This design comes from an exercise in tuning for small area, a short achievable clock period and few clock cycles per item on the open sky130 flow, not from production work.
The RTL was checked by simulation tests, not by an equivalence proof against the original design.
Power and IR drop assume default switching activity.

==> flow/design.v <==
package cuckoo_pkg;
  localparam int DATA_W_DEF    = 32;
  localparam int IDX_W_DEF     = 5;
  localparam int MAX_KICKS_DEF = 16;
  localparam logic [1:0] ST_OK   = 2'b00;
  localparam logic [1:0] ST_DUP  = 2'b01;
  localparam logic [1:0] ST_FAIL = 2'b10;
  typedef enum logic [1:0] {S_IDLE, S_PROBE, S_DONE} state_t;
endpackage
module cuckoo_table
#(
  parameter int DATA_W = cuckoo_pkg::DATA_W_DEF,
  parameter int IDX_W  = cuckoo_pkg::IDX_W_DEF,
  parameter bit PORT_B = 1'b0
) (
  input  logic              clk,
  input  logic              rst,
  input  logic              clr,
  input  logic              we,
  input  logic [IDX_W-1:0]  wr_idx,
  input  logic [DATA_W-1:0] wr_key,
  input  logic [IDX_W-1:0]  wr_alt,
  input  logic [IDX_W-1:0]  a_idx,
  output logic              a_valid,
  output logic [DATA_W-1:0] a_key,
  output logic [IDX_W-1:0]  a_alt,
  input  logic [IDX_W-1:0]  b_idx,
  output logic              b_valid,
  output logic [DATA_W-1:0] b_key
);
  localparam int DEPTH = 2 ** IDX_W;
  localparam int EW    = DATA_W + IDX_W;
  logic [DEPTH-1:0] valid;
  logic [EW-1:0]    mem [DEPTH];
  logic [DEPTH-1:0] wsel, asel, bsel;
  always_comb begin
    for (int j = 0; j < DEPTH; j++) begin
      wsel[j] = we && (wr_idx == IDX_W'(j));
      asel[j] = (a_idx == IDX_W'(j));
      bsel[j] = (b_idx == IDX_W'(j));
    end
  end
  always_ff @(posedge clk) begin
    for (int j = 0; j < DEPTH; j++) begin
      if (rst || clr)   valid[j] <= 1'b0;
      else if (wsel[j]) valid[j] <= 1'b1;
    end
  end
  always_ff @(posedge clk) begin
    for (int j = 0; j < DEPTH; j++) begin
      if (wsel[j]) mem[j] <= {wr_key, wr_alt};
    end
  end
  logic [EW-1:0]     adata;
  logic              avalid;
  logic [DATA_W-1:0] bdata;
  logic              bvalid;
  always_comb begin
    adata  = '0;
    avalid = 1'b0;
    bdata  = '0;
    bvalid = 1'b0;
    for (int j = 0; j < DEPTH; j++) begin
      adata  = adata | ({EW{asel[j]}} & mem[j]);
      avalid = avalid | (asel[j] & valid[j]);
      if (PORT_B) begin
        bdata  = bdata | ({DATA_W{bsel[j]}} & mem[j][EW-1 -: DATA_W]);
        bvalid = bvalid | (bsel[j] & valid[j]);
      end
    end
  end
  assign a_valid         = avalid;
  assign {a_key, a_alt}  = adata;
  assign b_valid         = bvalid;
  assign b_key           = bdata;
endmodule
module cuckoo_insert_ctrl
#(
  parameter int DATA_W    = cuckoo_pkg::DATA_W_DEF,
  parameter int IDX_W     = cuckoo_pkg::IDX_W_DEF,
  parameter int MAX_KICKS = cuckoo_pkg::MAX_KICKS_DEF
) (
  input  logic              clk,
  input  logic              rst,
  input  logic              req_valid,
  output logic              req_ready,
  input  logic [DATA_W-1:0] req_key,
  input  logic [IDX_W-1:0]  req_idx1,
  input  logic [IDX_W-1:0]  req_idx2,
  input  logic              clear,
  output logic              done_valid,
  output logic [1:0]        done_status,
  output logic [IDX_W:0]    done_kicks,
  output logic [DATA_W-1:0] orphan_key,
  output logic [IDX_W+1:0]  occupancy,
  input  logic              rd_tbl,
  input  logic [IDX_W-1:0]  rd_idx,
  output logic              rd_valid,
  output logic [DATA_W-1:0] rd_key
);
  localparam logic [IDX_W:0] KMAX = MAX_KICKS[IDX_W:0];
  logic                busy;      
  logic                in_c;      
  logic                r_wait;    
  logic [IDX_W:0]      kicks;
  logic [DATA_W-1:0]   r_key, c_key, k_key;
  logic [IDX_W-1:0]    r_idx1, r_idx2, c_idx1, c_idx2, k_idx1, k_idx2;
  logic                p1_v, p2_v;   
  logic [IDX_W-1:0]    p1_idx, p2_idx, p1_alt, p2_alt;
  logic [DATA_W-1:0]   p1_key, p2_key;
  logic                r1_v, r2_v, rb_v;   
  logic [DATA_W-1:0]   r1_k, r2_k, rb_k;
  logic [IDX_W-1:0]    r1_alt, r2_alt;
  logic                t1_v, t2_v, b_v;    
  logic [DATA_W-1:0]   t1_k, t2_k, b_k;
  logic [IDX_W-1:0]    t1_alt, t2_alt;
  logic                f1, f2, fb;
  logic [IDX_W-1:0]    a1, b2;
  logic                dup, fail, ok1, ok2, fin, we2, free;
  logic                accept, tbl_clr;
  assign k_key  = in_c ? c_key  : r_key;
  assign k_idx1 = in_c ? c_idx1 : r_idx1;
  assign k_idx2 = in_c ? c_idx2 : r_idx2;
  assign a1 = busy ? k_idx1 : rd_idx;
  assign b2 = busy ? k_idx2 : rd_idx;
  cuckoo_table #(.DATA_W(DATA_W), .IDX_W(IDX_W), .PORT_B(1'b0)) u_t1 (
    .clk(clk), .rst(rst), .clr(tbl_clr),
    .we(p1_v), .wr_idx(p1_idx), .wr_key(p1_key), .wr_alt(p1_alt),
    .a_idx(a1), .a_valid(r1_v), .a_key(r1_k), .a_alt(r1_alt),
    .b_idx('0), .b_valid(), .b_key()
  );
  cuckoo_table #(.DATA_W(DATA_W), .IDX_W(IDX_W), .PORT_B(1'b1)) u_t2 (
    .clk(clk), .rst(rst), .clr(tbl_clr),
    .we(p2_v), .wr_idx(p2_idx), .wr_key(p2_key), .wr_alt(p2_alt),
    .a_idx(t1_alt), .a_valid(r2_v), .a_key(r2_k), .a_alt(r2_alt),
    .b_idx(b2), .b_valid(rb_v), .b_key(rb_k)
  );
  assign f1 = busy && p1_v && (p1_idx == k_idx1);
  assign f2 = p2_v && (p2_idx == t1_alt);
  assign fb = busy && p2_v && (p2_idx == k_idx2);
  assign t1_v   = f1 || r1_v;
  assign t1_k   = f1 ? p1_key : r1_k;
  assign t1_alt = f1 ? p1_alt : r1_alt;
  assign t2_v   = f2 || r2_v;
  assign t2_k   = f2 ? p2_key : r2_k;
  assign t2_alt = f2 ? p2_alt : r2_alt;
  assign b_v    = fb || rb_v;
  assign b_k    = fb ? p2_key : rb_k;
  assign rd_valid = rd_tbl ? rb_v : r1_v;
  assign rd_key   = rd_tbl ? rb_k : r1_k;
  assign dup   = !in_c && ((t1_v && t1_k == k_key) || (b_v && b_k == k_key));
  assign fail  = (kicks == KMAX);
  assign ok1   = !in_c && !t1_v && !dup;
  assign we2   = busy && !dup && !fail && t1_v;
  assign ok2   = we2 && !t2_v;
  assign fin   = dup || fail || ok1 || ok2;
  assign free  = !busy || fin;
  assign tbl_clr   = clear && !busy;
  assign req_ready = !rst && !clear && !r_wait;
  assign accept    = req_valid && req_ready;
  assign orphan_key = c_key;
  always_ff @(posedge clk) begin
    if (rst) begin
      busy       <= 1'b0;
      r_wait     <= 1'b0;
      kicks      <= '0;
      p1_v       <= 1'b0;
      p2_v       <= 1'b0;
      done_valid <= 1'b0;
      occupancy  <= '0;
    end else begin
      busy       <= free ? (r_wait || accept) : 1'b1;
      r_wait     <= !free && (r_wait || accept);
      kicks      <= free ? '0 : kicks + 2'd2;
      p1_v       <= busy && !dup && !fail;
      p2_v       <= we2;
      done_valid <= busy && fin;
      if (tbl_clr) occupancy <= '0;
      else if (busy && (ok1 || ok2)) occupancy <= occupancy + 1'b1;
    end
  end
  always_ff @(posedge clk) begin
    in_c <= !free;
  end
  always_ff @(posedge clk) begin
    if (accept) begin
      r_key  <= req_key;
      r_idx1 <= req_idx1;
      r_idx2 <= req_idx2;
    end
  end
  always_ff @(posedge clk) begin
    if (!fail) begin
      c_key  <= t2_k;
      c_idx1 <= t2_alt;
      c_idx2 <= t1_alt;
    end
  end
  always_ff @(posedge clk) begin
    p1_idx      <= k_idx1;
    p1_key      <= k_key;
    p1_alt      <= k_idx2;
    p2_idx      <= t1_alt;
    p2_key      <= t1_k;
    p2_alt      <= k_idx1;
    done_status <= dup ? cuckoo_pkg::ST_DUP : (fail ? cuckoo_pkg::ST_FAIL : cuckoo_pkg::ST_OK);
    done_kicks  <= kicks + ok2;
  end
endmodule
==> flow/run.sh <==
#!/bin/bash
# synth_recipe.tcl (not shown) runs the flow's synth.tcl, then flattens the netlist and writes it again
# the make line also repeats each setting of config.mk as NAME=value (left out here)
make -C /OpenROAD-flow-scripts/flow DESIGN_CONFIG=/design/flow/config.mk WORK_HOME=/design/flow/orfs CLKGATE_MAP_FILE= SYNTH_SCRIPT=/design/flow/synth_recipe.tcl finish
==> flow/config.mk <==
export PLATFORM = sky130hd
export DESIGN_NAME = cuckoo_insert_ctrl
export DESIGN_NICKNAME = cuckoo_insert_ctrl
export VERILOG_FILES = /design/flow/design.v
export SDC_FILE = /design/flow/constraint.sdc
export NUM_CORES = 4
export LEC_CHECK = 0
export CAP_MARGIN = 20
export CORE_MARGIN = 2
export CORE_UTILIZATION = 40
export CTS_CLUSTER_DIAMETER = 60
export CTS_CLUSTER_SIZE = 24
export SETUP_SLACK_MARGIN = 1.2
export SLEW_MARGIN = 20
export TNS_END_PERCENT = 10
==> flow/constraint.sdc <==
create_clock -name core_clock -period 7.0 [get_ports {clk}]
set_input_delay 1.4000 -clock core_clock [delete_from_list [all_inputs] [get_ports {clk}]]
set_output_delay 1.4000 -clock core_clock [all_outputs]
set_load 0.01 [all_outputs]
==> results.yml, run 1 <==
outcome:
  status: "complete, no violations"
synthesis:
  netlist_instances: 7299
  synth_cell_types: 105
  synth_top_area_share: 0.688
  yosysSeqAreaShare: 0.720
  mappedNetlistArea_mm2: 0.107
  async_flop_share: 0
  synth-edff-count: 2452
  ys_warn_count: 5
  syn_area_per_cell_um2: 14.7
  synth_ff_type: "edfxtp_1"
  synthTopCellsByArea: "edfxtp_1, a22oi_1, dfxtp_1"
  ys_seq_elements: 2621
  syn_nets: 7354
  synth_top_area_cell: "edfxtp_1"
timing:
  period_minus_slack_ps: 6350
  setup_viol: 0
  clock_skew_ps: 58.1
  hold_viol_final: 0
  tightestPinTransition_ps: 1320
  setup_ws_ps: 649
  fin_crit_sh: 0.907
  slew_headroom: 0.116
  max_freq_ghz: 0.157
  slew_viol_final: 0
  rsz0062_at_grt: "yes"
route:
  wirelength_mm: 591
  route.vias.total: 89700
  drc: 0
  antenna_left: 0
  first_pass_iters: 9
  vias_per_cell: 7.07
  drt-wirelength-per-cell_um: 46.6
  drtIter0Drc: 18700
layout:
  layout_common_cells: "edfxtp_1, buf_4, a22oi_1"
  finish.instance_area_mm2: 0.139
  drive_gt1_frac: 0.300
  num-nets-final: 9024
  mostFrequentLayoutCell: "edfxtp_1"
  area_growth_pct: 30.2
power_and_ir_drop:
  powerDensity_mw_per_mm2: 261
  ir_worst_vdd_uv: 287
  p_leak_nw: 48.9
worst_setup_path:
  worst_ep_arrival_time_ps: 4950
  cp-start-kind: "flip-flop"
  timing.critical_path.buf_inv: 10
  worst-path-max-fanout: 6
  crit_type: "flip-flop to primary output"
  cp_data_required_time_ps: 5600
  crit_family: "buffers and inverters"
  critPathCaptureType: "primary output"
  r2r-end: "kicks[1]$_SDFF_PP0_"
  slowest_stage: "a22oi_1"
  critPathMaxStageDelay_ps: 550
  crit_top_cell: "buf_4"
  rr_startpoint: "in_c$_DFF_P_"
  crit_chain: "buf_12, buf_16, mux2i_1, buf_4, a21oi_4, buf_12, buf_16, buf_4, nor2_1, buf_4, buf_4, buf_4, a22oi_1, nand3_2, nor3_4, mux2i_1, buf_2"
  reg2reg_depth: 25
  r2r_slack_ps: 830
die:
  die_x_um: 521
  core_mm2: 0.266
  die_h_um: 521
  ioPinCount: 134
  dieArea_mm2: 0.272
  initial_core_util: 0.403
  row_count: 189
global_routing:
  grt_pass1_wl_mm: 770
  grt_max_degree: 52
  grt-ovfl-total: 0
  grt_use_total: 0.424
  antenna_found_initial: 44
  grt_pass1_vias: 83600
placement:
  dpl_cell_area_mm2: 0.125
  io_buffers: 133
  place.gp.congestion: 1.03
  dpl.hpwl_mm: 391
  place_ws_ps: -735
clock_tree:
  cts.clk_slew.worst_paths_ps: 90
  clock-root-buffer: "clkbuf_16"
  clkLatencyLatePin_ps: 910
  cts_inserted_buffers: 189
  clkSinkCount: 2621
  cts_tree: "yes"
  htreeDepth: 4
  max-clock-path-buffers: 3
worst_hold_path:
  hp-start: "kicks[1]$_SDFF_PP0_"
  min_to: "done_kicks[1]$_DFF_P_"
  holdPathStages: 0
  hold_class: "flip-flop to flip-flop"
job:
  max-cap-violations: 0
[sequential cells by signal (all words and copies together), names as in the netlist, 6 cells and up]
register	flops
c_key	32
done_kicks	6
occupancy	7
p1_key	32
p2_key	32
r_key	32
u_t1.mem	1184
u_t1.valid	32
u_t2.mem	1184
u_t2.valid	32
[cell type report]
class | instances | area [µm²]
fillers | 22000 | 126000
multi-input cells | 4162 | 31600
repair buffers | 1933 | 19100
clock buffers | 201 | 4880
flip-flops and latches | 2621 | 77000
clock inverters | 150 | 1970
well taps | 3533 | 4420
diodes | 34 | 85.1
inverters | 62 | 249
[report_power, final]
part	total [mW]	switching, mW	internal, mW
clock network	12.4	6.57	5.78
logic	6.02	3.78	2.24
registers	18.0	0.429	17.6
total	36.4	10.8	25.6
[what timing repair did]
action                                  4_1_cts  5_1_grt
buffers inserted                            236       88
pin swaps                                   138       98
hold buffers                                  0        0
endpoints found under the setup margin       91       91
resized for setup                           595      208
cloned                                       14        3
[worst max-delay path by stage]
stage | cells past startpoint | slack [ps] | end | startpoint
finish | 17 | 650 | rd_key[9] | in_c$_DFF_P_
global placement | 18 | -960 | rd_key[3] | rd_idx[0]
floorplan | 20 | 1600 | c_key[21]$_DFFE_PN_ | rd_idx[2]
CTS | 19 | 790 | rd_key[6] | in_c$_DFF_P_
detailed placement | 20 | -740 | kicks[1]$_SDFF_PP0_ | rd_idx[2]
global route | 18 | 720 | rd_key[12] | in_c$_DFF_P_
[through the flow]
stage	TNS (ps)	instances	hold WS [ps]	util	total power [mW]
2_1_floorplan	0	7299	363	-	19.8
3_3_place_gp	-41980	12000	384	0.472	23.4
3_5_place_dp	-34210	12000	390	0.472	23.5
4_1_cts	0	12600	407	0.517	35.9
5_1_grt	0	12700	416	0.524	36.9
6_report	0	12700	407	0.525	36.4
[cells in the mapped netlist (37+ instances only)]
cell type,n
xnor2_1,67
o21a_1,69
nand4_1,239
a221oi_1,118
buf_2,105
a21oi_1,202
edfxtp_1,2452
buf_1,42
o22ai_1,63
nor2_1,333
a2111oi_0,134
inv_1,52
o21ai_0,37
nor3_1,146
a22o_1,110
dfxtp_1,169
mux2i_1,240
a211oi_1,51
nand2_1,389
a22oi_1,784
nor4_1,68
nand3_1,316
and3_1,363
a222oi_1,39
clkbuf_1,273
[layer usage]
metal  up-vias  track usage  share of wire
met5         -            0        0.00021
met4        18        0.360           0.11
li1      33300            -              -
met1     44600        0.501           0.32
met3      2612        0.141           0.14
met2      9147        0.622           0.43
[cell families after synthesis]
kind of cell / Yosys count / synth area share
flip-flops: 2621 / 0.720
AND/OR/NAND/NOR: 1998 / 0.0979
AO/OA/AOI/OAI: 1824 / 0.130
buffers and inverters: 517 / 0.0210
multiplexers: 263 / 0.0255
XOR/XNOR: 73 / 0.00597
adder cells (fa/ha/maj): 3 / 0.000351
Testbench counts, summed over its fixed seeds: cycles 3,466, items 2,535.
==> run 2, diff against run 1 <==
--- a/flow/design.v
+++ b/flow/design.v
@@ -98,7 +98,7 @@
   output logic              rd_valid,
   output logic [DATA_W-1:0] rd_key
 );
-  localparam logic [IDX_W:0] KMAX = MAX_KICKS[IDX_W:0];
+  localparam logic [IDX_W:0] KLAST = MAX_KICKS[IDX_W:0] - 2'd2;
   logic                busy;      
   logic                in_c;      
   logic                r_wait;    
@@ -122,7 +122,7 @@
   assign k_idx1 = in_c ? c_idx1 : r_idx1;
   assign k_idx2 = in_c ? c_idx2 : r_idx2;
   assign a1 = busy ? k_idx1 : rd_idx;
-  assign b2 = busy ? k_idx2 : rd_idx;
+  assign b2 = busy ? r_idx2 : rd_idx;
   cuckoo_table #(.DATA_W(DATA_W), .IDX_W(IDX_W), .PORT_B(1'b0)) u_t1 (
     .clk(clk), .rst(rst), .clr(tbl_clr),
     .we(p1_v), .wr_idx(p1_idx), .wr_key(p1_key), .wr_alt(p1_alt),
@@ -137,7 +137,7 @@
   );
   assign f1 = busy && p1_v && (p1_idx == k_idx1);
   assign f2 = p2_v && (p2_idx == t1_alt);
-  assign fb = busy && p2_v && (p2_idx == k_idx2);
+  assign fb = busy && p2_v && (p2_idx == r_idx2);
   assign t1_v   = f1 || r1_v;
   assign t1_k   = f1 ? p1_key : r1_k;
   assign t1_alt = f1 ? p1_alt : r1_alt;
@@ -148,11 +148,11 @@
   assign b_k    = fb ? p2_key : rb_k;
   assign rd_valid = rd_tbl ? rb_v : r1_v;
   assign rd_key   = rd_tbl ? rb_k : r1_k;
-  assign dup   = !in_c && ((t1_v && t1_k == k_key) || (b_v && b_k == k_key));
-  assign fail  = (kicks == KMAX);
+  assign dup   = !in_c && ((t1_v && t1_k == r_key) || (b_v && b_k == r_key));
   assign ok1   = !in_c && !t1_v && !dup;
-  assign we2   = busy && !dup && !fail && t1_v;
+  assign we2   = busy && !dup && t1_v;
   assign ok2   = we2 && !t2_v;
+  assign fail  = we2 && t2_v && (kicks == KLAST);
   assign fin   = dup || fail || ok1 || ok2;
   assign free  = !busy || fin;
   assign tbl_clr   = clear && !busy;
@@ -172,7 +172,7 @@
       busy       <= free ? (r_wait || accept) : 1'b1;
       r_wait     <= !free && (r_wait || accept);
       kicks      <= free ? '0 : kicks + 2'd2;
-      p1_v       <= busy && !dup && !fail;
+      p1_v       <= busy && !dup;
       p2_v       <= we2;
       done_valid <= busy && fin;
       if (tbl_clr) occupancy <= '0;
@@ -190,11 +190,9 @@
     end
   end
   always_ff @(posedge clk) begin
-    if (!fail) begin
-      c_key  <= t2_k;
-      c_idx1 <= t2_alt;
-      c_idx2 <= t1_alt;
-    end
+    c_key  <= t2_k;
+    c_idx1 <= t2_alt;
+    c_idx2 <= t1_alt;
   end
   always_ff @(posedge clk) begin
     p1_idx      <= k_idx1;
@@ -204,6 +202,6 @@
     p2_key      <= t1_k;
     p2_alt      <= k_idx1;
     done_status <= dup ? cuckoo_pkg::ST_DUP : (fail ? cuckoo_pkg::ST_FAIL : cuckoo_pkg::ST_OK);
-    done_kicks  <= kicks + ok2;
+    done_kicks  <= kicks + {fail, ok2};
   end
 endmodule
==> flow/flow/run.sh (new file) <==
#!/bin/bash
# The standard layout (standard.sh, unchanged), except that buffer_ports
# gives every input and output port a sky130_fd_sc_hd__buf_4 rather than its
# default pick (a slow delay cell), which otherwise makes the I/O paths the
# critical ones and drives a lot of extra repair buffering.
# make's full output goes to standard.log; ORFS keeps each step's own log
# under orfs/logs/.
set -euo pipefail
export BUFFER_PORTS_ARGS="-buffer_cell sky130_fd_sc_hd__buf_4"
bash standard.sh > standard.log 2>&1
==> flow/standard.sh (new file) <==
#!/bin/bash
# synth_recipe.tcl (not shown) runs the flow's synth.tcl, then flattens the netlist and writes it again
# the make line also repeats each setting of config.mk as NAME=value (left out here)
make -C /OpenROAD-flow-scripts/flow DESIGN_CONFIG=/design/flow/config.mk WORK_HOME=/design/flow/orfs CLKGATE_MAP_FILE= SYNTH_SCRIPT=/design/flow/synth_recipe.tcl "${@:-finish}"
removed: flow/run.sh
==> run 2 against run 1 <==
Total power down 3.4%. Largest cell class unchanged. Register-to-register slack better by 80 ps. Non-clock buffer count down 722. Count of clock-buffer cells in the layout down 7. Fmax up 3.8%. Clock skew down 1.4 ps. Core utilization down 3.5 points. Clock power down 3%. Sequential power about the same. Final cell count down 7.4%.
==> results.yml, run 2 <==
outcome:
  status: "complete, no violations"
route:
  drt-wirelength-per-cell_um: 47.9
  route.vias.total: 85900
  drtIter0Drc: 19000
  wirelength_mm: 563
  antenna_left: 0
  drc: 0
  vias_per_cell: 7.31
  first_pass_iters: 10
synthesis:
  synthSimpleGateAreaFrac: 0.0858
  ys_warn_count: 5
  synth_cell_types: 109
  synth_top_area_cell: "edfxtp_1"
  ys_seq_elements: 2616
  mappedNetlistArea_mm2: 0.106
  synth_top_area_share: 0.683
  netlist_instances: 7160
  synth_fa_ha_area_frac: 0.000472
  synth_top_family_by_area: "compound AO/OA/AOI/OAI gates"
  async_flop_share: 0
  synth_ff_type: "edfxtp_1"
  synth-compound-area-share: 0.147
  synthMuxAreaShare: 0.0179
  syn_area_per_cell_um2: 14.8
  synth_common_cells: "edfxtp_1, a22oi_1, nor2_1"
  synthTopCellsByArea: "edfxtp_1, a22oi_1, dfxtp_1"
  synth-edff-count: 2410
  synth-xor-area-share: 0.00463
  syn_nets: 7216
  yosysMostFrequentCell: "edfxtp_1"
  yosysSeqAreaShare: 0.722
clock_tree:
  cts_inserted_buffers: 179
  clock-root-buffer: "clkbuf_16"
  htreeDepth: 4
  cts_tree: "yes"
  clkLatencyLatePin_ps: 910
  max-clock-path-buffers: 3
  clkSinkCount: 2616
  cts.clk_slew.worst_paths_ps: 80
die:
  initial_core_util: 0.403
  dieArea_mm2: 0.269
  row_count: 188
  core_mm2: 0.263
  die_h_um: 519
  ioPinCount: 134
  die_x_um: 519
power_and_ir_drop:
  powerDensity_mw_per_mm2: 273
  p_leak_nw: 43.0
  ir_worst_vdd_uv: 264
placement:
  dpl.hpwl_mm: 354
  io_buffers: 133
  place_ws_ps: -161
  dpl_cell_area_mm2: 0.119
  place.gp.congestion: 1.03
layout:
  finish.instance_area_mm2: 0.129
  drive_gt1_frac: 0.242
  reg_top3: "u_t1.mem: 1184 flops, u_t2.mem: 1184 flops"
  nFillCells: 22500
  layout_common_cells: "edfxtp_1, buf_4, a22oi_1"
  mostFrequentLayoutCell: "edfxtp_1"
  area_growth_pct: 21.6
  num-nets-final: 8125
timing:
  period_minus_slack_ps: 6120
  setup_ws_ps: 882
  hold_ws_ps: 474
  tightestPinTransition_ps: 1320
  clock_skew_ps: 56.7
  max_freq_ghz: 0.163
  rsz0062_at_grt: "yes"
  hold_viol_final: 0
  slew_viol_final: 0
  slew_headroom: 0.122
  setup_viol: 0
  fin_crit_sh: 0.874
worst_setup_path:
  crit_type: "input pin to flip-flop"
  crit_start: "rd_idx[2]"
  cp-start-kind: "input pin"
  cp_data_required_time_ps: 7730
  worst-path-max-fanout: 12
  worst_ep_arrival_time_ps: 6850
  critPathCaptureType: "flip-flop"
  rr_startpoint: "busy$_SDFF_PP0_"
global_routing:
  antenna_found_initial: 39
  grt_use_total: 0.405
  grt-ovfl-total: 0
  grt_max_degree: 59
  grt_pass1_wl_mm: 734
  grt_pass1_vias: 79700
worst_hold_path:
  hold_class: "flip-flop to flip-flop"
  hp-start: "u_t1.valid[15]$_SDFFE_PP0P_"
job:
  max-cap-violations: 0
run 2: cell types whose count changed in the layout (fill, tap and decap cells not counted), sizes merged, moves of 35 or more:
| cell | delta |
|---|---|
| buf | -597 |
| edfxtp | -42 |
| a22o | +114 |
| clkdlybuf4s50 | -94 |
| a221oi | +102 |
| dfxtp | +37 |
| nand2 | -137 |
| nand4 | -35 |
| and3 | -160 |
| mux2i | -85 |
| a2111oi | -64 |
run 2: cell families (layout without fill, tap and decap cells):
kind of cell	after synthesis	in the layout
flops	2616	2616
compound gates	2042	2042
simple gates	1724	1725
buf+inv	537	1599
mux	181	181
xor+xnor	56	56
fa+ha+maj	4	4
other cells	0	20
run 2: final timing paths:
check | to | slack [ps] | cells past startpoint
max | c_key[5]$_DFF_P_ | 880 | 25
min | u_t1.valid[15]$_SDFFE_PP0P_ | 470 | 1
max reg2reg | c_key[5]$_DFF_P_ | 910 | 25
min reg2reg | u_t1.valid[15]$_SDFFE_PP0P_ | 470 | 1
run 2: power by group:
| group | total, mW | internal (mW) | switching, mW |
|---|---|---|---|
| clock network | 12.0 | 5.57 | 6.41 |
| logic | 5.17 | 1.78 | 3.39 |
| registers | 18.0 | 17.5 | 0.513 |
run 2: layout make-up:
class	instances	area, µm²	share of cell area
Inverter	53	208	0.00161
Tap cell	3515	4400	0.0341
Sequential cell	2616	76500	0.594
Timing Repair Buffer	1211	11600	0.0900
Antenna cell	20	50.0	0.000388
Multi-Input combinational cell	4008	29600	0.230
Clock buffer	194	4610	0.0358
Clock inverter	141	1910	0.0148
run 2: what timing repair did:
item,CTS,global route
pin swaps,70,6
gates resized for setup,316,40
gates cloned,9,0
buffers inserted,156,5
setup endpoints to repair,95,89
hold buffers,0,0
run 2: stage by stage:
step | setup TNS [ps] | utilization | total power [mW] | std cells
2_1_floorplan | 0 | - | 19.7 | 7160
3_3_place_gp | -1630 | 0.451 | 22.9 | 11200
3_5_place_dp | -1010 | 0.452 | 22.9 | 11200
4_1_cts | 0 | 0.489 | 34.8 | 11700
5_1_grt | 0 | 0.490 | 35.6 | 11700
6_report | 0 | 0.490 | 35.2 | 11800
run 2: metal layers:
| layer | routed length [µm] | GRT usage | up-vias |
|---|---|---|---|
| met5 | 215 | 0 | - |
| met4 | 59000 | 0.331 | 24 |
| met3 | 87200 | 0.155 | 2568 |
| met2 | 237000 | 0.589 | 9244 |
| met1 | 180000 | 0.475 | 42600 |
| li1 | - | - | 31500 |
run 2: critical path, stage by stage:
cell	delay (ps)
buf_6	140
or2_4	260
a21boi_4	150
buf_12	140
bufbuf_16	270
buf_4	160
nand4_1	150
a21oi_1	60
buf_4	140
nor4_1	470
buf_4	260
nand4_1	180
o22ai_2	420
inv_2	150
o211ai_1	270
nor3_2	100
buf_4	220
buf_4	220
buf_4	220
a22o_1	260
a221oi_1	280
nand3_1	140
nor4_1	480
buf_4	220
a21oi_1	60
Testbench counts of run 2, summed over its fixed seeds: cycles 3,425, items 2,535.
==> run 3, diff against run 2 <==
--- a/flow/design.v
+++ b/flow/design.v
@@ -20,11 +20,11 @@
   input  logic [IDX_W-1:0]  wr_idx,
   input  logic [DATA_W-1:0] wr_key,
   input  logic [IDX_W-1:0]  wr_alt,
-  input  logic [IDX_W-1:0]  a_idx,
+  input  logic [2**IDX_W-1:0] a_sel,
   output logic              a_valid,
   output logic [DATA_W-1:0] a_key,
   output logic [IDX_W-1:0]  a_alt,
-  input  logic [IDX_W-1:0]  b_idx,
+  input  logic [2**IDX_W-1:0] b_sel,
   output logic              b_valid,
   output logic [DATA_W-1:0] b_key
 );
@@ -32,13 +32,9 @@
   localparam int EW    = DATA_W + IDX_W;
   logic [DEPTH-1:0] valid;
   logic [EW-1:0]    mem [DEPTH];
-  logic [DEPTH-1:0] wsel, asel, bsel;
+  logic [DEPTH-1:0] wsel;
   always_comb begin
-    for (int j = 0; j < DEPTH; j++) begin
-      wsel[j] = we && (wr_idx == IDX_W'(j));
-      asel[j] = (a_idx == IDX_W'(j));
-      bsel[j] = (b_idx == IDX_W'(j));
-    end
+    for (int j = 0; j < DEPTH; j++) wsel[j] = we && (wr_idx == IDX_W'(j));
   end
   always_ff @(posedge clk) begin
     for (int j = 0; j < DEPTH; j++) begin
@@ -61,11 +57,11 @@
     bdata  = '0;
     bvalid = 1'b0;
     for (int j = 0; j < DEPTH; j++) begin
-      adata  = adata | ({EW{asel[j]}} & mem[j]);
-      avalid = avalid | (asel[j] & valid[j]);
+      adata  = adata | ({EW{a_sel[j]}} & mem[j]);
+      avalid = avalid | (a_sel[j] & valid[j]);
       if (PORT_B) begin
-        bdata  = bdata | ({DATA_W{bsel[j]}} & mem[j][EW-1 -: DATA_W]);
-        bvalid = bvalid | (bsel[j] & valid[j]);
+        bdata  = bdata | ({DATA_W{b_sel[j]}} & mem[j][EW-1 -: DATA_W]);
+        bvalid = bvalid | (b_sel[j] & valid[j]);
       end
     end
   end
@@ -104,7 +100,7 @@
   logic                r_wait;    
   logic [IDX_W:0]      kicks;
   logic [DATA_W-1:0]   r_key, c_key, k_key;
-  logic [IDX_W-1:0]    r_idx1, r_idx2, c_idx1, c_idx2, k_idx1, k_idx2;
+  logic [IDX_W-1:0]    r_idx1, r_idx2, c_idx2, k_idx1, k_idx2;
   logic                p1_v, p2_v;   
   logic [IDX_W-1:0]    p1_idx, p2_idx, p1_alt, p2_alt;
   logic [DATA_W-1:0]   p1_key, p2_key;
@@ -115,25 +111,30 @@
   logic [DATA_W-1:0]   t1_k, t2_k, b_k;
   logic [IDX_W-1:0]    t1_alt, t2_alt;
   logic                f1, f2, fb;
-  logic [IDX_W-1:0]    a1, b2;
+  localparam int DEPTH = 2 ** IDX_W;
+  logic [DEPTH-1:0]    s1, s2a, s2b;
   logic                dup, fail, ok1, ok2, fin, we2, free;
   logic                accept, tbl_clr;
   assign k_key  = in_c ? c_key  : r_key;
-  assign k_idx1 = in_c ? c_idx1 : r_idx1;
   assign k_idx2 = in_c ? c_idx2 : r_idx2;
-  assign a1 = busy ? k_idx1 : rd_idx;
-  assign b2 = busy ? r_idx2 : rd_idx;
+  always_comb begin
+    for (int j = 0; j < DEPTH; j++) begin
+      s1[j]  = busy ? (k_idx1 == IDX_W'(j)) : (!rd_tbl && rd_idx == IDX_W'(j));
+      s2b[j] = busy ? (r_idx2 == IDX_W'(j)) : ( rd_tbl && rd_idx == IDX_W'(j));
+      s2a[j] = (t1_alt == IDX_W'(j));
+    end
+  end
   cuckoo_table #(.DATA_W(DATA_W), .IDX_W(IDX_W), .PORT_B(1'b0)) u_t1 (
     .clk(clk), .rst(rst), .clr(tbl_clr),
     .we(p1_v), .wr_idx(p1_idx), .wr_key(p1_key), .wr_alt(p1_alt),
-    .a_idx(a1), .a_valid(r1_v), .a_key(r1_k), .a_alt(r1_alt),
-    .b_idx('0), .b_valid(), .b_key()
+    .a_sel(s1), .a_valid(r1_v), .a_key(r1_k), .a_alt(r1_alt),
+    .b_sel('0), .b_valid(), .b_key()
   );
   cuckoo_table #(.DATA_W(DATA_W), .IDX_W(IDX_W), .PORT_B(1'b1)) u_t2 (
     .clk(clk), .rst(rst), .clr(tbl_clr),
     .we(p2_v), .wr_idx(p2_idx), .wr_key(p2_key), .wr_alt(p2_alt),
-    .a_idx(t1_alt), .a_valid(r2_v), .a_key(r2_k), .a_alt(r2_alt),
-    .b_idx(b2), .b_valid(rb_v), .b_key(rb_k)
+    .a_sel(s2a), .a_valid(r2_v), .a_key(r2_k), .a_alt(r2_alt),
+    .b_sel(s2b), .b_valid(rb_v), .b_key(rb_k)
   );
   assign f1 = busy && p1_v && (p1_idx == k_idx1);
   assign f2 = p2_v && (p2_idx == t1_alt);
@@ -146,8 +147,8 @@
   assign t2_alt = f2 ? p2_alt : r2_alt;
   assign b_v    = fb || rb_v;
   assign b_k    = fb ? p2_key : rb_k;
-  assign rd_valid = rd_tbl ? rb_v : r1_v;
-  assign rd_key   = rd_tbl ? rb_k : r1_k;
+  assign rd_valid = rb_v | r1_v;
+  assign rd_key   = rb_k | r1_k;
   assign dup   = !in_c && ((t1_v && t1_k == r_key) || (b_v && b_k == r_key));
   assign ok1   = !in_c && !t1_v && !dup;
   assign we2   = busy && !dup && t1_v;
@@ -191,8 +192,10 @@
   end
   always_ff @(posedge clk) begin
     c_key  <= t2_k;
-    c_idx1 <= t2_alt;
     c_idx2 <= t1_alt;
+    if (!free)       k_idx1 <= t2_alt;
+    else if (r_wait) k_idx1 <= r_idx1;
+    else             k_idx1 <= req_idx1;
   end
   always_ff @(posedge clk) begin
     p1_idx      <= k_idx1;
==> run 3 against run 2 <==
Final cell count shrank 1.2%. Clock power grew 3%. Flip-flop and latch count is the same. Critical path type is now input pin to primary output. First-iteration DRC count shrank 1.7%. Worst hold slack lost 36 ps. Core utilization shrank 0.20 points. Critical path depth shrank 11. Synthesized area shrank 0.52%. Synthesized cell count shrank 1.9%. Combinational power shrank 36%. Setup slack gained 95 ps. Largest cell class unchanged.
==> results.yml, run 3 <==
synthesis:
  synth_cell_types: 100
  ys_seq_elements: 2616
  synth_common_cells: "edfxtp_1, a22oi_1, nor2_1"
  netlist_instances: 7021
  synth_top_family_by_area: "compound AO/OA/AOI/OAI gates"
  synth_top_area_cell: "edfxtp_1"
  synthMuxAreaShare: 0.0108
  yosysSeqAreaShare: 0.725
  synth-edff-count: 2410
  synth-xor-area-share: 0.00548
  synthTopCellsByArea: "edfxtp_1, a22oi_1, dfxtp_1"
  mappedNetlistArea_mm2: 0.105
  ys_warn_count: 5
  synthSimpleGateAreaFrac: 0.0864
  synth_fa_ha_area_frac: 0.000475
  synth-compound-area-share: 0.150
  async_flop_share: 0
  syn_area_per_cell_um2: 15.0
  syn_nets: 7077
  synth_top_area_share: 0.686
  yosysMostFrequentCell: "edfxtp_1"
  synth_ff_type: "edfxtp_1"
timing:
  clock_skew_ps: 45.3
  tns_ps: 0
  tightestPinTransition_ps: 1290
  slew_headroom: 0.137
  fin_crit_sh: 0.860
  slew_viol_final: 0
  hold_viol_final: 0
  period_minus_slack_ps: 6020
  rsz0062_at_grt: "yes"
  setup_viol: 0
  max_freq_ghz: 0.166
die:
  core_mm2: 0.262
  row_count: 188
  ioPinCount: 134
  die_x_um: 517
  die_h_um: 517
  initial_core_util: 0.402
  dieArea_mm2: 0.268
route:
  first_pass_iters: 10
  drtIter0Drc: 18700
  route.vias.total: 85500
  vias_per_cell: 7.36
  drt-wirelength-per-cell_um: 49.0
  drc: 0
  wirelength_mm: 569
  antenna_left: 0
worst_setup_path:
  crit_chain: "buf_6, buf_12, nand4b_1, buf_4, buf_4, o32ai_4, buf_12, a22o_1, a221oi_1, nand3_1, nor4_4, buf_4, nand3_1, buf_4"
  crit_type: "input pin to primary output"
  crit_family: "buffers and inverters"
  cp-start-kind: "input pin"
  cp_data_required_time_ps: 5600
  slowest_stage: "nor4_4"
  worst-path-max-fanout: 17
  critPathCaptureType: "primary output"
  worst_ep_arrival_time_ps: 4620
  timing.critical_path.buf_inv: 7
  crit_top_cell: "buf_4"
  critPathMaxStageDelay_ps: 380
global_routing:
  grt-ovfl-total: 0
  grt_pass1_vias: 79200
  grt_pass1_wl_mm: 739
  grt_max_degree: 51
  antenna_found_initial: 35
  grt_use_total: 0.415
layout:
  layout_common_cells: "edfxtp_1, a22oi_1, buf_4"
  postLayoutCoreUtil: 0.488
  reg_top3: "u_t1.mem: 1184 flops, u_t2.mem: 1184 flops"
  finish.instance_area_mm2: 0.128
  mostFrequentLayoutCell: "edfxtp_1"
  num-nets-final: 7954
  nFillCells: 22200
  area_growth_pct: 21.4
  final-instance-count-excl-fill: 11600
  drive_gt1_frac: 0.240
power_and_ir_drop:
  pwr-share-comb: 0.100
  powerDensity_mw_per_mm2: 261
  pwr-share-seq: 0.529
  power.internal_mw: 24.3
  power_frac_clock: 0.371
  p_sw_mw: 9.13
  p_leak_nw: 42.2
  sw_frac_of_total: 0.273
  power_mw: 33.4
  ir_worst_vdd_uv: 315
clock_tree:
  clkLatencyLatePin_ps: 920
  cts.clk_slew.worst_paths_ps: 90
  clkSinkCount: 2616
  htreeDepth: 4
  cts_inserted_buffers: 190
  max-clock-path-buffers: 3
  cts_tree: "yes"
  holdBufCountCts: 0
  clock-root-buffer: "clkbuf_16"
placement:
  place.gp.congestion: 1.05
  dpl_cell_area_mm2: 0.118
  dp_cells: 11100
  io_buffers: 133
  dpl.hpwl_mm: 361
worst_hold_path:
  hold_class: "flip-flop to flip-flop"
outcome:
  status: "complete, no violations"
job:
  max-cap-violations: 0
## run 3: logic make-up after synthesis
kind of cell / after synthesis
xor+xnor: 66
flops: 2616
fa+ha+maj: 4
mux: 108
buf+inv: 512
compound gates: 2019
simple gates: 1696
## run 3: path summary, 6_finish.rpt
check                         start                end  slack, ps  depth (start not counted)
setup / recovery          rd_idx[0]          rd_key[8]        980                         14
setup reg to reg    busy$_SDFF_PP0_  c_key[16]$_DFF_P_       1000                         24
hold / removal    k_idx1[1]$_DFF_P_  p2_alt[1]$_DFF_P_        440                          0
hold reg to reg   k_idx1[1]$_DFF_P_  p2_alt[1]$_DFF_P_        440                          0
## run 3: through the flow
| step | worst slack, ps | hold WS [ps] |
|---|---|---|
| global route | 1080 | 442 |
| CTS | 1100 | 432 |
| global placement | -267 | 436 |
| detailed placement | -186 | 430 |
| floorplan | 1400 | 326 |
| finish | 977 | 437 |
## run 3: layout make-up
| class | count | area [µm²] | share of cell area |
|---|---|---|---|
| repair buffers | 1160 | 11100 | 0.0871 |
| flip-flops and latches | 2616 | 76500 | 0.598 |
| clock buffers | 200 | 4860 | 0.0379 |
| multi-input cells | 3893 | 28800 | 0.225 |
| inverters | 37 | 139 | 0.00109 |
| well taps | 3515 | 4400 | 0.0344 |
| clock inverters | 152 | 2050 | 0.0160 |
| diodes | 46 | 115 | 0.000899 |
## run 3: power groups by stage
stage	clock network, mW	logic (mW)	registers [mW]
2_1_floorplan	0	0.932	18.0
3_3_place_gp	0	2.97	18.0
3_5_place_dp	0	2.96	18.0
4_1_cts	12.4	3.10	17.7
5_1_grt	12.9	3.31	17.7
6_report	12.4	3.33	17.7
## run 3: timing repair
action,CTS,global route
setup buffers,125,17
gates resized for setup,212,45
endpoints found under the hold margin,0,0
endpoints found under the setup margin,93,70
pin swaps,63,21
cloned,11,0
## run 3: per-layer routing
| metal | GRT usage | part of all wire | vias up | routed length [µm] |
|---|---|---|---|---|
| met3 | 0.145 | 0.15 | 2536 | 82600 |
| met5 | 0 | 0.00059 | - | 334 |
| met4 | 0.333 | 0.10 | 22 | 57500 |
| met2 | 0.606 | 0.42 | 9003 | 241000 |
| li1 | - | - | 31100 | - |
| met1 | 0.499 | 0.33 | 42800 | 188000 |
## run 3: worst reg2reg max path, delay by kind of cell (launching register included)
| kind | cells | cell delay [ps] |
|---|---|---|
| AND/OR/NAND/NOR | 7 | 1980 |
| flip-flops | 1 | 510 |
| buffers and inverters | 11 | 2330 |
| AO/OA/AOI/OAI | 6 | 1150 |
Testbench counts of run 3, summed over its fixed seeds: cycles 3,425, items 2,535.
==> run 4, diff against run 3 <==
--- a/flow/design.v
+++ b/flow/design.v
@@ -96,6 +96,8 @@
 );
   localparam logic [IDX_W:0] KLAST = MAX_KICKS[IDX_W:0] - 2'd2;
   logic                busy;      
+  logic                idle;      
+  logic                busy_d;
   logic                in_c;      
   logic                r_wait;    
   logic [IDX_W:0]      kicks;
@@ -119,8 +121,8 @@
   assign k_idx2 = in_c ? c_idx2 : r_idx2;
   always_comb begin
     for (int j = 0; j < DEPTH; j++) begin
-      s1[j]  = busy ? (k_idx1 == IDX_W'(j)) : (!rd_tbl && rd_idx == IDX_W'(j));
-      s2b[j] = busy ? (r_idx2 == IDX_W'(j)) : ( rd_tbl && rd_idx == IDX_W'(j));
+      s1[j]  = idle ? (!rd_tbl && rd_idx == IDX_W'(j)) : (k_idx1 == IDX_W'(j));
+      s2b[j] = idle ? ( rd_tbl && rd_idx == IDX_W'(j)) : (r_idx2 == IDX_W'(j));
       s2a[j] = (t1_alt == IDX_W'(j));
     end
   end
@@ -156,6 +158,7 @@
   assign fail  = we2 && t2_v && (kicks == KLAST);
   assign fin   = dup || fail || ok1 || ok2;
   assign free  = !busy || fin;
+  assign busy_d = free ? (r_wait || accept) : 1'b1;
   assign tbl_clr   = clear && !busy;
   assign req_ready = !rst && !clear && !r_wait;
   assign accept    = req_valid && req_ready;
@@ -163,6 +166,7 @@
   always_ff @(posedge clk) begin
     if (rst) begin
       busy       <= 1'b0;
+      idle       <= 1'b1;
       r_wait     <= 1'b0;
       kicks      <= '0;
       p1_v       <= 1'b0;
@@ -170,7 +174,8 @@
       done_valid <= 1'b0;
       occupancy  <= '0;
     end else begin
-      busy       <= free ? (r_wait || accept) : 1'b1;
+      busy       <= busy_d;
+      idle       <= !busy_d;
       r_wait     <= !free && (r_wait || accept);
       kicks      <= free ? '0 : kicks + 2'd2;
       p1_v       <= busy && !dup;
==> run 4 against run 3 <==
Sequential power about the same. Count of clock-buffer cells in the layout fell by 9. Critical path type unchanged. Combinational power is 27% lower. Largest power group unchanged.
==> results.yml, run 4 <==
worst_setup_path:
  crit_top_cell: "buf_4"
  slowest_stage: "or4_4"
  cp_data_required_time_ps: 5600
  worst_ep_arrival_time_ps: 4570
  endpoint: "rd_key[7]"
  rr_startpoint: "r_idx2[2]$_DFFE_PP_"
  cp-start-kind: "input pin"
  crit_type: "input pin to primary output"
  timing.critical_path.buf_inv: 5
  crit_family: "simple AND/OR/NAND/NOR gates"
  crit_start: "rd_idx[0]"
  r2r_slack_ps: 1320
  r2r-end: "done_kicks[3]$_DFF_P_"
  critPathCaptureType: "primary output"
  crit_chain: "buf_4, nand4bb_1, buf_4, o22ai_4, buf_4, buf_4, a221oi_1, nand3_1, or4_4, or2_2, buf_4"
  cp_num_cells: 11
  reg2reg_depth: 20
  critPathMaxStageDelay_ps: 630
  worst-path-max-fanout: 16
clock_tree:
  max-clock-path-buffers: 3
  clkSinkCount: 2617
  cts_inserted_buffers: 168
  clock-root-buffer: "clkbuf_16"
  cts.clk_slew.worst_paths_ps: 80
  cts_tree: "yes"
  htreeDepth: 4
  clkLatencyLatePin_ps: 920
synthesis:
  ys_seq_elements: 2617
  synthMuxAreaShare: 0.00955
  synth_common_cells: "edfxtp_1, a22oi_1, nand4_1"
  synth-xor-area-share: 0.00523
  synth_cell_types: 85
  synth-compound-area-share: 0.152
  synthSimpleGateAreaFrac: 0.0596
  synth_fa_ha_area_frac: 0.000492
  async_flop_share: 0
  synth_top_family_by_area: "compound AO/OA/AOI/OAI gates"
  synthTopCellsByArea: "edfxtp_1, a22oi_1, dfxtp_1"
  synth_top_area_cell: "edfxtp_1"
  syn_nets: 6378
  syn_area_per_cell_um2: 16.1
  synth_ff_type: "edfxtp_1"
  synth-edff-count: 2410
  synth_top_area_share: 0.711
  yosysSeqAreaShare: 0.752
  netlist_instances: 6322
  mappedNetlistArea_mm2: 0.102
  yosysMostFrequentCell: "edfxtp_1"
  ys_warn_count: 5
route:
  drc: 0
  drt-wirelength-per-cell_um: 45.6
  route.vias.total: 73800
  vias_per_cell: 7.18
  antenna_left: 0
  wirelength_mm: 469
  drtIter0Drc: 16100
  first_pass_iters: 10
global_routing:
  grt_use_total: 0.353
  grt_pass1_wl_mm: 617
  grt_pass1_vias: 69300
  antenna_found_initial: 23
  grt-ovfl-total: 0
  grt_max_degree: 66
power_and_ir_drop:
  ir_worst_vdd_uv: 277
  pwr-share-seq: 0.569
  powerDensity_mw_per_mm2: 264
  p_sw_mw: 8.07
  power_frac_clock: 0.353
  power.internal_mw: 23.2
  sw_frac_of_total: 0.258
  pwr-share-comb: 0.078
  p_leak_nw: 37.8
timing:
  rsz0062_at_grt: "yes"
  slew_headroom: 0.156
  period_minus_slack_ps: 5970
  clock_skew_ps: 66.6
  setup_viol: 0
  max_freq_ghz: 0.167
  slew_viol_final: 0
  fin_crit_sh: 0.853
  hold_viol_final: 0
  tightestPinTransition_ps: 1260
outcome:
  status: "complete, no violations"
placement:
  io_buffers: 133
  dpl.hpwl_mm: 276
  place.gp.congestion: 0.984
  dpl_cell_area_mm2: 0.112
layout:
  finish.instance_area_mm2: 0.118
  area_growth_pct: 16.3
  mostFrequentLayoutCell: "edfxtp_1"
  num-nets-final: 6821
  postLayoutCoreUtil: 0.467
  reg_top3: "u_t1.mem: 1184 flops, u_t2.mem: 1184 flops"
  drive_gt1_frac: 0.193
  layout_common_cells: "edfxtp_1, a22oi_1, buf_4"
job:
  max-cap-violations: 0
die:
  die_h_um: 508
  row_count: 185
  dieArea_mm2: 0.258
  die_x_um: 508
  initial_core_util: 0.401
  ioPinCount: 134
  core_mm2: 0.253
worst_hold_path:
  hold_class: "flip-flop to flip-flop"
-- run 4: cell count changes in the layout (fill, tap and decap cells not counted), sizes merged, moves of 40 or more --
| cell | delta |
|---|---|
| buf | -469 |
| o21ai | -111 |
| nor4 | -40 |
| and4 | -40 |
| nand3 | -41 |
| nor2 | -169 |
| nand2 | -111 |
| nor3 | -45 |
| a222oi | -102 |
| o21a | +51 |
| and3 | -69 |
| a22oi | +298 |
| o22ai | +45 |
-- run 4: how the worst min path moves through the flow --
stage | start | end | slack, ps | cells after the start
6_report | u_t1.valid[0]$_SDFFE_PP0P_ | u_t1.valid[0]$_SDFFE_PP0P_ | 470 | 1
2_1_floorplan | k_idx1[4]$_DFF_P_ | p2_alt[4]$_DFF_P_ | 330 | 0
4_1_cts | u_t1.valid[0]$_SDFFE_PP0P_ | u_t1.valid[0]$_SDFFE_PP0P_ | 470 | 1
3_3_place_gp | u_t1.valid[0]$_SDFFE_PP0P_ | u_t1.valid[0]$_SDFFE_PP0P_ | 450 | 1
3_5_place_dp | u_t1.valid[0]$_SDFFE_PP0P_ | u_t1.valid[0]$_SDFFE_PP0P_ | 450 | 1
5_1_grt | u_t1.valid[0]$_SDFFE_PP0P_ | u_t1.valid[0]$_SDFFE_PP0P_ | 480 | 1
-- run 4: logic make-up after synthesis --
family | count (synthesis)
mux | 92
compound gates | 1994
fa+ha+maj | 4
buf+inv | 454
simple gates | 1102
xor+xnor | 59
flops | 2617
-- run 4: layer usage --
| metal | part of all wire | vias to the layer above | GRT usage |
|---|---|---|---|
| li1 | - | 27400 | - |
| met1 | 0.33 | 37100 | 0.431 |
| met2 | 0.44 | 7321 | 0.531 |
| met3 | 0.14 | 1912 | 0.116 |
| met4 | 0.085 | 16 | 0.242 |
| met5 | 0.00029 | - | 0 |
-- run 4: power by group through the flow --
stage,registers [mW],clock network [mW],logic (mW)
6_report,17.8,11.1,2.43
5_1_grt,17.8,11.6,2.45
4_1_cts,17.7,11.0,2.30
3_5_place_dp,18.1,0,2.27
3_3_place_gp,18.1,0,2.26
2_1_floorplan,17.9,0,0.823
-- run 4: worst register-to-register path, stage by stage (launching register included) --
cell	delay, ps
edfxtp_1	550
nand2_2	430
o22ai_4	310
buf_16	270
buf_12	190
a22o_1	210
a221oi_1	210
nand3_1	90
or4_1	730
mux2i_1	260
xor2_1	260
nand4_1	290
nor4_1	440
buf_4	190
a22oi_2	170
nand2_1	180
nor4_2	70
ha_1	240
ha_1	190
buf_4	130
xor2_1	130
-- run 4: area by class of cell --
cell class / instances / area, µm²
Antenna cell: 13 / 32.5
Tap cell: 3366 / 4210
Fill cell: 21600 / 135000
Clock buffer: 191 / 4470
Multi-Input combinational cell: 3251 / 24700
Sequential cell: 2617 / 76600
Clock inverter: 117 / 1340
Inverter: 42 / 158
Timing Repair Buffer: 685 / 6820
-- run 4: repair_timing --
| item | 4_1_cts | 5_1_grt |
|---|---|---|
| hold buffers | 0 | 0 |
| pin swaps | 12 | 5 |
| endpoints found under the setup margin | 82 | 42 |
| buffers inserted | 45 | 13 |
| resized for setup | 41 | 21 |
-- run 4: through the flow --
stage                     total power, mW  TNS, ps  cells  hold slack, ps  setup slack [ps]
after CTS                            31.1        0  10300             471              1060
after floorplan                      18.7        0   6322             329              1880
final                                31.3        0  10300             472              1030
after global placement               20.4    -43.8   9888             447             -43.8
after detailed placement             20.4        0   9900             453              40.1
after global routing                 31.8        0  10300             483              1060
Testbench counts of run 4, summed over its fixed seeds: cycles 3,425, items 2,535.
==> run 5, diff against run 4 <==
--- a/flow/config.mk
+++ b/flow/config.mk
@@ -10,6 +10,6 @@
 export CORE_UTILIZATION = 40
 export CTS_CLUSTER_DIAMETER = 60
 export CTS_CLUSTER_SIZE = 24
-export SETUP_SLACK_MARGIN = 1.2
+export SETUP_SLACK_MARGIN = 1.8
 export SLEW_MARGIN = 20
 export TNS_END_PERCENT = 10
==> run 5 against run 4 <==
Wire length increased by 2.7%. First-iteration DRC count is 5.8% higher. Via count is 2.5% higher. Non-clock buffer count grew 203. Register-to-register slack gained 400 ps. Combinational power increased by 8.2%. Sequential power is essentially flat.
==> results.yml, run 5 <==
synthesis:
  syn_nets: 6378
  yosysMostFrequentCell: "edfxtp_1"
  synth-edff-count: 2410
  synth_top_area_cell: "edfxtp_1"
  synth_top_area_share: 0.711
  ys_warn_count: 5
  synth_common_cells: "edfxtp_1, a22oi_1, nand4_1"
  synthTopCellsByArea: "edfxtp_1, a22oi_1, dfxtp_1"
  synth_ff_type: "edfxtp_1"
  netlist_instances: 6322
  async_flop_share: 0
  syn_area_per_cell_um2: 16.1
  mappedNetlistArea_mm2: 0.102
  synth_cell_types: 85
  yosysSeqAreaShare: 0.752
  ys_seq_elements: 2617
worst_hold_path:
  hold_class: "flip-flop to flip-flop"
  holdPathStages: 1
  min_to: "u_t1.valid[9]$_SDFFE_PP0P_"
  hp-start: "u_t1.valid[9]$_SDFFE_PP0P_"
worst_setup_path:
  r2r-end: "k_idx1[2]$_DFF_P_"
  crit_type: "flip-flop to primary output"
  worst_ep_arrival_time_ps: 4120
  worst-path-max-fanout: 9
  cp-start-kind: "flip-flop"
  rr_startpoint: "idle$_SDFF_PP1_"
  r2r_slack_ps: 1720
  crit_chain: "buf_4, buf_4, or4b_4, o22ai_4, buf_4, a221oi_1, nand3_1, or4_4, or2_4, buf_4"
  critPathCaptureType: "primary output"
  crit_start: "r_idx2[3]$_DFFE_PP_"
  critPathMaxStageDelay_ps: 580
  reg2reg_depth: 18
  cp_data_required_time_ps: 5600
  slowest_stage: "or4b_4"
  crit_top_cell: "buf_4"
die:
  dieArea_mm2: 0.258
  row_count: 185
  die_h_um: 508
  ioPinCount: 134
  core_mm2: 0.253
  initial_core_util: 0.401
  die_x_um: 508
timing:
  tns_ps: 0
  hold_ws_ps: 471
  tightestPinTransition_ps: 1310
  period_minus_slack_ps: 5520
  setup_ws_ps: 1480
  setup_viol: 0
  fin_crit_sh: 0.789
  max_freq_ghz: 0.181
  hold_viol_final: 0
  rsz0062_at_grt: "yes"
  slew_headroom: 0.129
  slew_viol_final: 0
  clock_skew_ps: 60.7
route:
  wirelength_mm: 481
  antenna_left: 0
  route.vias.total: 75600
  vias_per_cell: 7.21
  drt-wirelength-per-cell_um: 45.9
  drc: 0
  first_pass_iters: 10
  drtIter0Drc: 17000
layout:
  final-instance-count-excl-fill: 10500
  nFillCells: 21300
  area_growth_pct: 19.9
  reg_top3: "u_t1.mem: 1184 flops, u_t2.mem: 1184 flops"
  layout_common_cells: "edfxtp_1, a22oi_1, buf_4"
  postLayoutCoreUtil: 0.481
  mostFrequentLayoutCell: "edfxtp_1"
  drive_gt1_frac: 0.235
  finish.instance_area_mm2: 0.122
  num-nets-final: 7025
power_and_ir_drop:
  p_leak_nw: 39.5
  powerDensity_mw_per_mm2: 258
  power_mw: 31.5
  ir_worst_vdd_uv: 280
global_routing:
  grt-ovfl-total: 0
  grt_max_degree: 66
  grt_use_total: 0.361
  grt_pass1_vias: 70600
  antenna_found_initial: 26
  grt_pass1_wl_mm: 630
clock_tree:
  max-clock-path-buffers: 3
  clkLatencyLatePin_ps: 920
  holdBufCountCts: 0
  clock-root-buffer: "clkbuf_16"
  htreeDepth: 4
  cts_tree: "yes"
  clkSinkCount: 2617
  cts_inserted_buffers: 168
  cts.clk_slew.worst_paths_ps: 80
job:
  max-cap-violations: 0
placement:
  place_ws_ps: 40.1
  dp_cells: 9900
  dpl.hpwl_mm: 276
  io_buffers: 133
  place.gp.congestion: 0.984
  dpl_cell_area_mm2: 0.112
outcome:
  status: "complete, no violations"
==> run 5: cell counts after synthesis <==
No cell type changed its count.
==> run 5: logic make-up after synthesis <==
group	count (synthesis)	share of synthesized area
AOI/OAI and AO/OA	1994	0.152
xor gates and xnor gates	59	0.00523
muxes	92	0.00955
adders and majority gates	4	0.000492
buffers and inverters	454	0.0215
and+or+nand+nor	1102	0.0596
DFF	2617	0.752
==> run 5: what timing repair did <==
item	CTS	global route
endpoints found under the setup margin	97	92
pin swaps	134	38
gates cloned	13	5
gates resized for setup	307	65
setup buffers	218	27
==> run 5: worst max-delay path: cells and delay by family, from the launching register on <==
family / cells / cell delay, ps
compound gates: 2 / 570
buf+inv: 4 / 880
flops: 1 / 520
simple gates: 4 / 1220
==> run 5: cell type report <==
class                           instances  area, µm²  share of cell area
Multi-Input combinational cell       3252      25700               0.210
Inverter                               42        158             0.00129
Clock buffer                          191       4470              0.0366
Tap cell                             3366       4210              0.0345
Timing Repair Buffer                  888       9520              0.0780
Clock inverter                        117       1340              0.0109
Antenna cell                           17       42.5            0.000349
Sequential cell                      2617      76600               0.628
==> run 5: power breakdown <==
group | switching [mW] | leakage [nW] | internal, mW
Combinational | 1.70 | 13.1 | 0.932
Sequential | 0.514 | 23.5 | 17.3
Clock | 5.92 | 2.84 | 5.14
Total | 8.13 | 39.5 | 23.4
==> run 5: layer usage <==
layer | global-route usage | vias up | part of all wire
met5 | 0 | - | 0.00039
met2 | 0.543 | 7687 | 0.43
met1 | 0.436 | 38000 | 0.33
met3 | 0.126 | 2118 | 0.15
li1 | - | 27900 | -
met4 | 0.250 | 16 | 0.091
==> run 5: worst max-delay path by stage <==
stage	endpoint	slack, ps	cells after the start
3_5_place_dp	done_kicks[5]$_DFF_P_	40	20
2_1_floorplan	done_kicks[5]$_DFF_P_	1880	19
3_3_place_gp	done_kicks[5]$_DFF_P_	-40	19
4_1_cts	rd_key[5]	1610	12
6_report	rd_key[22]	1480	10
5_1_grt	rd_key[16]	1500	12
==> run 6, diff against run 5 <==
--- a/flow/config.mk
+++ b/flow/config.mk
@@ -8,8 +8,8 @@
 export CAP_MARGIN = 20
 export CORE_MARGIN = 2
 export CORE_UTILIZATION = 40
-export CTS_CLUSTER_DIAMETER = 60
-export CTS_CLUSTER_SIZE = 24
+export CTS_CLUSTER_DIAMETER = 70
+export CTS_CLUSTER_SIZE = 26
 export SETUP_SLACK_MARGIN = 1.8
 export SLEW_MARGIN = 20
 export TNS_END_PERCENT = 10
==> run 6 against run 5 <==
Still clean on timing, DRC and antenna. Via count down 0.38%. Total power shrank 2.8%. Fmax is essentially flat. Clock power fell by 8%. Synthesized area unchanged. Clock skew grew 8.6 ps. Synthesized cell count did not move. Critical path type is now input pin to primary output.
==> results.yml, run 6 <==
die:
  die_h_um: 508
  ioPinCount: 134
  row_count: 185
  dieArea_mm2: 0.258
  die_x_um: 508
  core_mm2: 0.253
  initial_core_util: 0.401
synthesis:
  yosysMostFrequentCell: "edfxtp_1"
  synth_top_area_cell: "edfxtp_1"
  synthTopCellsByArea: "edfxtp_1, a22oi_1, dfxtp_1"
  yosysSeqAreaShare: 0.752
  synth-edff-count: 2410
  ys_warn_count: 5
  synth_ff_type: "edfxtp_1"
  syn_area_per_cell_um2: 16.1
  synth_top_area_share: 0.711
  async_flop_share: 0
  ys_seq_elements: 2617
  netlist_instances: 6322
  mappedNetlistArea_mm2: 0.102
  synth_common_cells: "edfxtp_1, a22oi_1, nand4_1"
  synth_cell_types: 85
  syn_nets: 6378
worst_setup_path:
  worst_ep_arrival_time_ps: 4120
  crit_start: "rd_idx[4]"
  cp_data_required_time_ps: 5600
  rr_startpoint: "idle$_SDFF_PP1_"
  worst-path-max-fanout: 13
  crit_type: "input pin to primary output"
  critPathCaptureType: "primary output"
  cp-start-kind: "input pin"
  reg2reg_depth: 19
timing:
  max_freq_ghz: 0.181
  period_minus_slack_ps: 5520
  slew_viol_final: 0
  tightestPinTransition_ps: 1330
  slew_headroom: 0.112
  hold_ws_ps: 468
  setup_viol: 0
  rsz0062_at_grt: "yes"
  fin_crit_sh: 0.789
  hold_viol_final: 0
  clock_skew_ps: 69.3
placement:
  dpl_cell_area_mm2: 0.112
  place.gp.congestion: 0.984
  io_buffers: 133
  dpl.hpwl_mm: 276
power_and_ir_drop:
  ir_worst_vdd_uv: 270
  p_leak_nw: 39.0
  powerDensity_mw_per_mm2: 253
worst_hold_path:
  holdPathStages: 0
  hold_class: "flip-flop to flip-flop"
  hp-start: "k_idx1[1]$_DFF_P_"
layout:
  reg_top3: "u_t1.mem: 1184 flops, u_t2.mem: 1184 flops"
  postLayoutCoreUtil: 0.478
  finish.instance_area_mm2: 0.121
  multiInputGateArea_mm2: 0.0256
  mostFrequentLayoutCell: "edfxtp_1"
  drive_gt1_frac: 0.228
  area_growth_pct: 19.0
  layout_common_cells: "edfxtp_1, a22oi_1, buf_4"
  num-nets-final: 6996
  regArea_mm2: 0.0766
  nFillCells: 21300
clock_tree:
  clock-root-buffer: "clkbuf_16"
  htreeDepth: 4
  clkLatencyLatePin_ps: 910
  max-clock-path-buffers: 3
  cts.clk_slew.worst_paths_ps: 90
  clkSinkCount: 2617
  cts_tree: "yes"
  cts_inserted_buffers: 149
global_routing:
  grt_use_total: 0.360
  grt_pass1_wl_mm: 628
  grt_max_degree: 66
  grt-ovfl-total: 0
  grt_pass1_vias: 70000
  antenna_found_initial: 36
route:
  drc: 0
  first_pass_iters: 7
  vias_per_cell: 7.22
  antenna_left: 0
  wirelength_mm: 479
  drt-wirelength-per-cell_um: 45.9
  route.vias.total: 75400
  drtIter0Drc: 17000
outcome:
  status: "complete, no violations"
job:
  max-cap-violations: 0
## run 6: final timing paths
kind                       end  slack, ps
max                 rd_key[20]       1480
max reg2reg  k_idx1[2]$_DFF_P_       1760
min          p2_alt[1]$_DFF_P_        470
min reg2reg  p2_alt[1]$_DFF_P_        470
## run 6: layer usage
metal,share of wire,global-route usage,vias up
li1,-,-,27800
met1,0.33,0.442,37900
met2,0.43,0.543,7664
met3,0.14,0.112,2044
met4,0.090,0.247,30
met5,0.00076,0,-
## run 6: power by group
part / switching, mW / leakage (nW) / internal, mW / total, mW
clock: 5.72 / 2.45 / 4.46 / 10.2
sequential: 0.518 / 23.5 / 17.3 / 17.8
combinational: 1.70 / 13.0 / 0.926 / 2.63
total: 7.94 / 39.0 / 22.7 / 30.6
## run 6: cell families after synthesis
family,after synthesis,share of synthesized area
DFF,2617,0.752
xor gates and xnor gates,59,0.00523
buffers and inverters,454,0.0215
adders and majority gates,4,0.000492
muxes,92,0.00955
AOI/OAI and AO/OA,1994,0.152
and+or+nand+nor,1102,0.0596
## run 6: layout make-up
cell class | count | area share
Inverter | 42 | 0.00130
Sequential cell | 2617 | 0.632
Antenna cell | 15 | 0.000310
Multi-Input combinational cell | 3253 | 0.212
Clock buffer | 167 | 0.0319
Clock inverter | 102 | 0.00994
Tap cell | 3366 | 0.0348
Timing Repair Buffer | 877 | 0.0777
## run 6: stage by stage
| step | cells | setup TNS, ps | power, mW | worst slack [ps] |
|---|---|---|---|---|
| 2_1_floorplan | 6322 | 0 | 18.7 | 1880 |
| 4_1_cts | 10400 | 0 | 30.3 | 1590 |
| 5_1_grt | 10400 | 0 | 31.1 | 1520 |
| 3_5_place_dp | 9900 | 0 | 20.4 | 40.1 |
| 6_report | 10400 | 0 | 30.6 | 1480 |
| 3_3_place_gp | 9888 | -43.8 | 20.4 | -43.8 |
## run 6: critical path, stage by stage
cell and delay [ps]:
buf_8 90, nand3b_4 220, buf_16 160, o22ai_4 80, buf_12 200, a22o_1 250
a221oi_1 340, nand3_1 130, or4_4 700, or2_4 350, buf_4 160
## run 6: timing repair
item / CTS / global route
gates cloned: 14 / 5
hold buffers: 0 / 0
endpoints found under the setup margin: 97 / 92
resized for setup: 284 / 65
pin swaps: 123 / 52
buffers inserted: 203 / 33

## re-timing with driven ports
The results above use ideal ports. As a check the final layouts listed here were re-extracted and re-timed, cells and wires unchanged.
Step 1 sets driving cells, clkbuf_16 on the clock port and buf_2 on the other inputs (assumed; they add their load-dependent delay and slew).
Step 2 times the ports against the registers' clock, not the clock port: input delays grow and output delays shrink by t, the midpoint of the rising clock arrivals with the driver on.
Slacks: no drivers / after step 1 / after step 2; pairs: no drivers / after step 1.
| run | t, ns | setup slack, ns | worst setup path after step 2 | clock arrival spread, ns |
|---|---|---|---|---|
| run 1 | 0.988 | 0.649 / 0.554 / -0.244 | input to register | 0.077 / 0.077 |
| run 2 | 0.976 | 0.882 / 0.881 / -0.030 | input to register | 0.057 / 0.057 |
| run 3 | 0.989 | 0.977 / 0.846 / 0.041 | input to register | 0.064 / 0.064 |
| run 4 | 0.981 | 1.027 / 0.901 / 0.249 | input to register | 0.075 / 0.074 |
| run 5 | 0.992 | 1.480 / 1.372 / 0.637 | input to register | 0.064 / 0.065 |
| run 6 | 0.963 | 1.476 / 1.346 / 0.668 | input to register | 0.076 / 0.075 |
With both steps, setup timing fails in run 1 and run 2, where it was met with ideal ports. The setup slack of run 3, which loses most, moves by -0.131 ns with the drivers and by -0.936 ns with both steps.
